This is an optimization exercise on Yosys and OpenROAD, whose aim is small area and a short achievable clock period, not a production implementation.
The RTL was checked by simulation tests, not by an equivalence proof against the original design.

==> run a <==
// attack_arbiter
module attack_arbiter #(
  parameter int unsigned        STUN_W      = 24,
  parameter logic [STUN_W-1:0]  STUN_CYCLES = 24'd20,
  parameter int unsigned        DMG_W       = 10,
  parameter int unsigned        DMG_MAX     = 999
) (
  input  logic             clock,
  input  logic             reset,
  input  logic [31:0]      p1_attack,
  input  logic [31:0]      p1_knockback,
  input  logic [31:0]      p2_attack,
  input  logic [31:0]      p2_knockback,
  output logic [DMG_W-1:0] p1_damage,
  output logic [DMG_W-1:0] p2_damage,
  output logic [31:0]      p1_kb_out,
  output logic             p1_kb_valid,
  output logic [31:0]      p2_kb_out,
  output logic             p2_kb_valid,
  output logic             p1_stunned,
  output logic             p2_stunned,
  output logic             clash
);
Settings: LEC_CHECK=0, CAP_MARGIN=20, CORE_MARGIN=2, CORE_UTILIZATION=40, SLEW_MARGIN=20; clock period 12.0 ns.
run.sh (not shown) runs the stock make flow with config.mk's settings and CLKGATE_MAP_FILE= SYNTH_SCRIPT=/design/flow/synth_recipe.tcl, a recipe that flattens the netlist after the stock synthesis.
==> run b (differences from run a) <==
--- a/flow/design.v
+++ b/flow/design.v
@@ -23,32 +23,30 @@
   function automatic logic [3:0] hitDmg(input logic [1:0] c);
     hitDmg = {c[1] | ~c[0], c[1] & c[0], c[1] | c[0], c[0]};
   endfunction
   function automatic logic [1:0] hitTier(input logic [1:0] c);
     hitTier = {c[1] | ~c[0], c[0]};
   endfunction
 endpackage
 module kb_scaler #(
-  parameter int unsigned DMG_W = 10
+  parameter int unsigned FW = 11
 ) (
-  input  logic signed [15:0]      base,
-  input  logic        [DMG_W-1:0] damage,
-  output logic signed [15:0]      scaled
+  input  logic signed [15:0]   base,
+  input  logic        [FW-1:0] factor,
+  output logic signed [15:0]   scaled
 );
-  logic signed [DMG_W+1:0]  factor;
-  logic signed [DMG_W+17:0] product;
-  logic signed [DMG_W+10:0] sum;
-  always_comb begin
-    factor  = $signed({2'b00, damage}) + $signed((DMG_W+2)'(128));
-    product = base * factor;
-    sum     = product[DMG_W+17:7];
-    if (sum > $signed((DMG_W+11)'(32767))) begin
+  logic signed [FW+16:0] product;
+  logic signed [FW+9:0]  sum;
+  always_comb begin
+    product = base * $signed({1'b0, factor});
+    sum     = product[FW+16:7];
+    if (sum > $signed((FW+10)'(32767))) begin
       scaled = 16'sh7FFF;
-    end else if (sum < -$signed((DMG_W+11)'(32767))) begin
+    end else if (sum < -$signed((FW+10)'(32767))) begin
       scaled = 16'sh8001;
     end else begin
       scaled = sum[15:0];
     end
   end
 endmodule
 module attack_arbiter #(
   parameter int unsigned        STUN_W      = 24,
@@ -68,81 +66,100 @@
   output logic             p1_kb_valid,
   output logic [31:0]      p2_kb_out,
   output logic             p2_kb_valid,
   output logic             p1_stunned,
   output logic             p2_stunned,
   output logic             clash
 );
   localparam int unsigned SW = 5;
+  localparam int unsigned FW = DMG_W + 1;
+  localparam logic [FW-1:0] F_OFS = FW'(128);
+  localparam logic [FW-1:0] F_MAX = FW'(DMG_MAX + 128);
   logic              p1Block, p2Block;        
   logic              p1Pending, p2Pending;
   logic [1:0]        p1Code, p2Code;
+  logic [FW-1:0]     p1Factor, p2Factor;      
   logic [31:0]       p1KbBase, p2KbBase;
   logic [SW-1:0]     p1StunCount, p2StunCount;
   logic [DMG_W-1:0]  p1Damage, p2Damage;
   logic [31:0]       p1KbOut, p2KbOut;
   logic              p1KbValid, p2KbValid, clashReg;
   logic              eval;                    
+  logic              vicIsP1;                 
   logic              p1HitEv, p2HitEv, p1Stun, p2Stun;
   logic              p1Cand, p2Cand, p1Victim, p2Victim, clashNow;
-  logic              vicIsP1;
-  logic [1:0]        p1Tier, p2Tier, atkCode;
-  logic [DMG_W-1:0]  vicDamage, newDamage;
-  logic [DMG_W:0]    dmgSum;
+  logic              p1PendNext, p2PendNext;
+  logic [1:0]        p1NewCode, p2NewCode, p1CodeNext, p2CodeNext;
+  logic [1:0]        p1Tier, p2Tier;
+  logic [FW-1:0]     p1NewFactor, p2NewFactor, atkFactor;
+  logic [DMG_W-1:0]  newDamage;
   logic [31:0]       atkKb, kbScaled;
   assign p1Stun = (p1StunCount != '0);
   assign p2Stun = (p2StunCount != '0);
   assign p1HitEv = p1_attack[attack_pkg::HIT] & p1_attack[attack_pkg::ACTIVE] & ~p1Block & ~p1Stun
                    & attack_pkg::hitValid(p1_attack[attack_pkg::SPEC_N:attack_pkg::SMASH_U]);
   assign p2HitEv = p2_attack[attack_pkg::HIT] & p2_attack[attack_pkg::ACTIVE] & ~p2Block & ~p2Stun
                    & attack_pkg::hitValid(p2_attack[attack_pkg::SPEC_N:attack_pkg::SMASH_U]);
   always_comb begin
+    p1NewCode   = attack_pkg::hitCode(p1_attack[attack_pkg::SPEC_N:attack_pkg::SMASH_U]);
+    p2NewCode   = attack_pkg::hitCode(p2_attack[attack_pkg::SPEC_N:attack_pkg::SMASH_U]);
+    p1NewFactor = {1'b0, p2Damage} + F_OFS + FW'(attack_pkg::hitDmg(p1NewCode));
+    p2NewFactor = {1'b0, p1Damage} + F_OFS + FW'(attack_pkg::hitDmg(p2NewCode));
+    if (p1NewFactor > F_MAX) p1NewFactor = F_MAX;
+    if (p2NewFactor > F_MAX) p2NewFactor = F_MAX;
+  end
+  always_comb begin
     p1Tier   = attack_pkg::hitTier(p1Code);
     p2Tier   = attack_pkg::hitTier(p2Code);
     p1Cand   = p1Pending & ~p1Stun & ~p2Stun;
     p2Cand   = p2Pending & ~p1Stun & ~p2Stun;
     p1Victim = eval & p2Cand & (~p1Cand | (p2Tier > p1Tier));
     p2Victim = eval & p1Cand & (~p2Cand | (p1Tier > p2Tier));
     clashNow = eval & p1Cand & p2Cand & (p1Tier == p2Tier);
   end
   always_comb begin
-    vicIsP1   = p2Pending & (~p1Pending | (p2Tier > p1Tier));
-    vicDamage = vicIsP1 ? p1Damage : p2Damage;
-    atkCode   = vicIsP1 ? p2Code : p1Code;
+    p1PendNext = reset & (p1HitEv | (p1Pending & ~eval));
+    p2PendNext = reset & (p2HitEv | (p2Pending & ~eval));
+    p1CodeNext = p1HitEv ? p1NewCode : p1Code;
+    p2CodeNext = p2HitEv ? p2NewCode : p2Code;
+  end
+  always_comb begin
+    atkFactor = vicIsP1 ? p2Factor : p1Factor;
     atkKb     = vicIsP1 ? p2KbBase : p1KbBase;
-    dmgSum    = {1'b0, vicDamage} + (DMG_W+1)'(attack_pkg::hitDmg(atkCode));
-    newDamage = (dmgSum > (DMG_W+1)'(DMG_MAX)) ? DMG_W'(DMG_MAX) : dmgSum[DMG_W-1:0];
-  end
-  kb_scaler #(.DMG_W(DMG_W)) uKbX (.base(atkKb[31:16]), .damage(newDamage), .scaled(kbScaled[31:16]));
-  kb_scaler #(.DMG_W(DMG_W)) uKbY (.base(atkKb[15:0]),  .damage(newDamage), .scaled(kbScaled[15:0]));
+    newDamage = DMG_W'(atkFactor - F_OFS);
+  end
+  kb_scaler #(.FW(FW)) uKbX (.base(atkKb[31:16]), .factor(atkFactor), .scaled(kbScaled[31:16]));
+  kb_scaler #(.FW(FW)) uKbY (.base(atkKb[15:0]),  .factor(atkFactor), .scaled(kbScaled[15:0]));
   always_ff @(posedge clock) begin
     if (!reset) begin
-      p1Block   <= p1_attack[attack_pkg::ACTIVE];
-      p2Block   <= p2_attack[attack_pkg::ACTIVE];
-      p1Pending <= 1'b0;
-      p2Pending <= 1'b0;
+      p1Block <= p1_attack[attack_pkg::ACTIVE];
+      p2Block <= p2_attack[attack_pkg::ACTIVE];
     end else begin
       if (p1HitEv) p1Block <= 1'b1;
       else if (!p1_attack[attack_pkg::ACTIVE]) p1Block <= 1'b0;
       if (p2HitEv) p2Block <= 1'b1;
       else if (!p2_attack[attack_pkg::ACTIVE]) p2Block <= 1'b0;
-      if (p1HitEv) p1Pending <= 1'b1;
-      else if (eval) p1Pending <= 1'b0;
-      if (p2HitEv) p2Pending <= 1'b1;
-      else if (eval) p2Pending <= 1'b0;
-    end
+    end
+  end
+  always_ff @(posedge clock) begin
+    p1Pending <= p1PendNext;
+    p2Pending <= p2PendNext;
+    vicIsP1   <= p2PendNext & (~p1PendNext
+                 | (attack_pkg::hitTier(p2CodeNext) > attack_pkg::hitTier(p1CodeNext)));
   end
   always_ff @(posedge clock) begin
     if (p1HitEv) begin
-      p1Code   <= attack_pkg::hitCode(p1_attack[attack_pkg::SPEC_N:attack_pkg::SMASH_U]);
+      p1Code   <= p1NewCode;
+      p1Factor <= p1NewFactor;
       p1KbBase <= p1_knockback;
     end
     if (p2HitEv) begin
-      p2Code   <= attack_pkg::hitCode(p2_attack[attack_pkg::SPEC_N:attack_pkg::SMASH_U]);
+      p2Code   <= p2NewCode;
+      p2Factor <= p2NewFactor;
       p2KbBase <= p2_knockback;
     end
   end
   always_ff @(posedge clock) begin
     if (!reset) begin
       eval        <= 1'b0;
       p1Damage    <= '0;
       p2Damage    <= '0;
==> comparison table <==
| quantity | run b | run a |
|---|---|---|
| Result of the run | finished clean | finished clean |
| Tap Cells | 748 | 688 |
| Post-synthesis cell type count | 90 | 80 |
| DR vias/cell | 5.18 | 5.21 |
| Via count of the first global-routing pass | 18.5k | 18.2k |
| Chip Height | 240 um | 234 um |
| Standard cell with the maximum stage delay on the critical path | sky130_fd_sc_hd__o311ai_1 | sky130_fd_sc_hd__fa_1 |
| Post-Syn Area | 0.0223 mm2 | 0.0212 mm2 |
| Multi-input combinational cell count | 1700 | 1741 |
| Worst Path Buf+Inv | 4 | 6 |
| Die Wd | 240 um | 234 um |
| Post-route met1 wirelength | 26000 um | 27800 um |
| Most used standard cell by instance count after synthesis | sky130_fd_sc_hd__inv_1 | sky130_fd_sc_hd__nand2_1 |
| Worst R2R Setup Slack | 3.24 ns | 0.81 ns |
| Relative slew margins | 31.5% | 26.8% |
| Global-route track usage on met1 | 27.6% | 30.9% |
| Core Box Area | 0.0551 mm2 | 0.0526 mm2 |
| Post-synthesis share of cell area spent on and, or, nand and nor gates | 15.7% | 17.0% |
| Most common cell after layout, fill and taps aside | sky130_fd_sc_hd__inv_1 | sky130_fd_sc_hd__nand2_1 |
| Share of cell area taken by flip-flops and latches | 18.7% | 16.7% |
| Met2 Track Usage GR | 39.0% | 38.0% |
| Routability Congestion | 0.874 | 0.883 |

==> re-timing with driven ports <==
In the flow no input, the clock included, has a driving cell. The finished layouts below were timed again as built, in two steps.
Step 1 sets driving cells, clkbuf_16 on the clock port and buf_2 on the other inputs (assumed; they add their load-dependent delay and slew).
Step 2 times the ports against the registers' clock, not the clock port: input delays grow and output delays shrink by t, the midpoint of the rising clock arrivals with the driver on.
a / b / c = no drivers / after step 1 / after step 2; a / b = the first two.
run | t (ns) | slack for setup (ns) | worst hold slack (ns) | worst setup path at the end | cell pins on the clock port's net
run a | 0.546 | 0.810 / 0.810 / 0.810 | 0.453 / 0.453 / 0.453 | register to register | 1
run b | 0.536 | 3.238 / 3.238 / 3.238 | 0.461 / 0.461 / 0.461 | register to register | 1
After both steps every run listed still meets setup and hold.
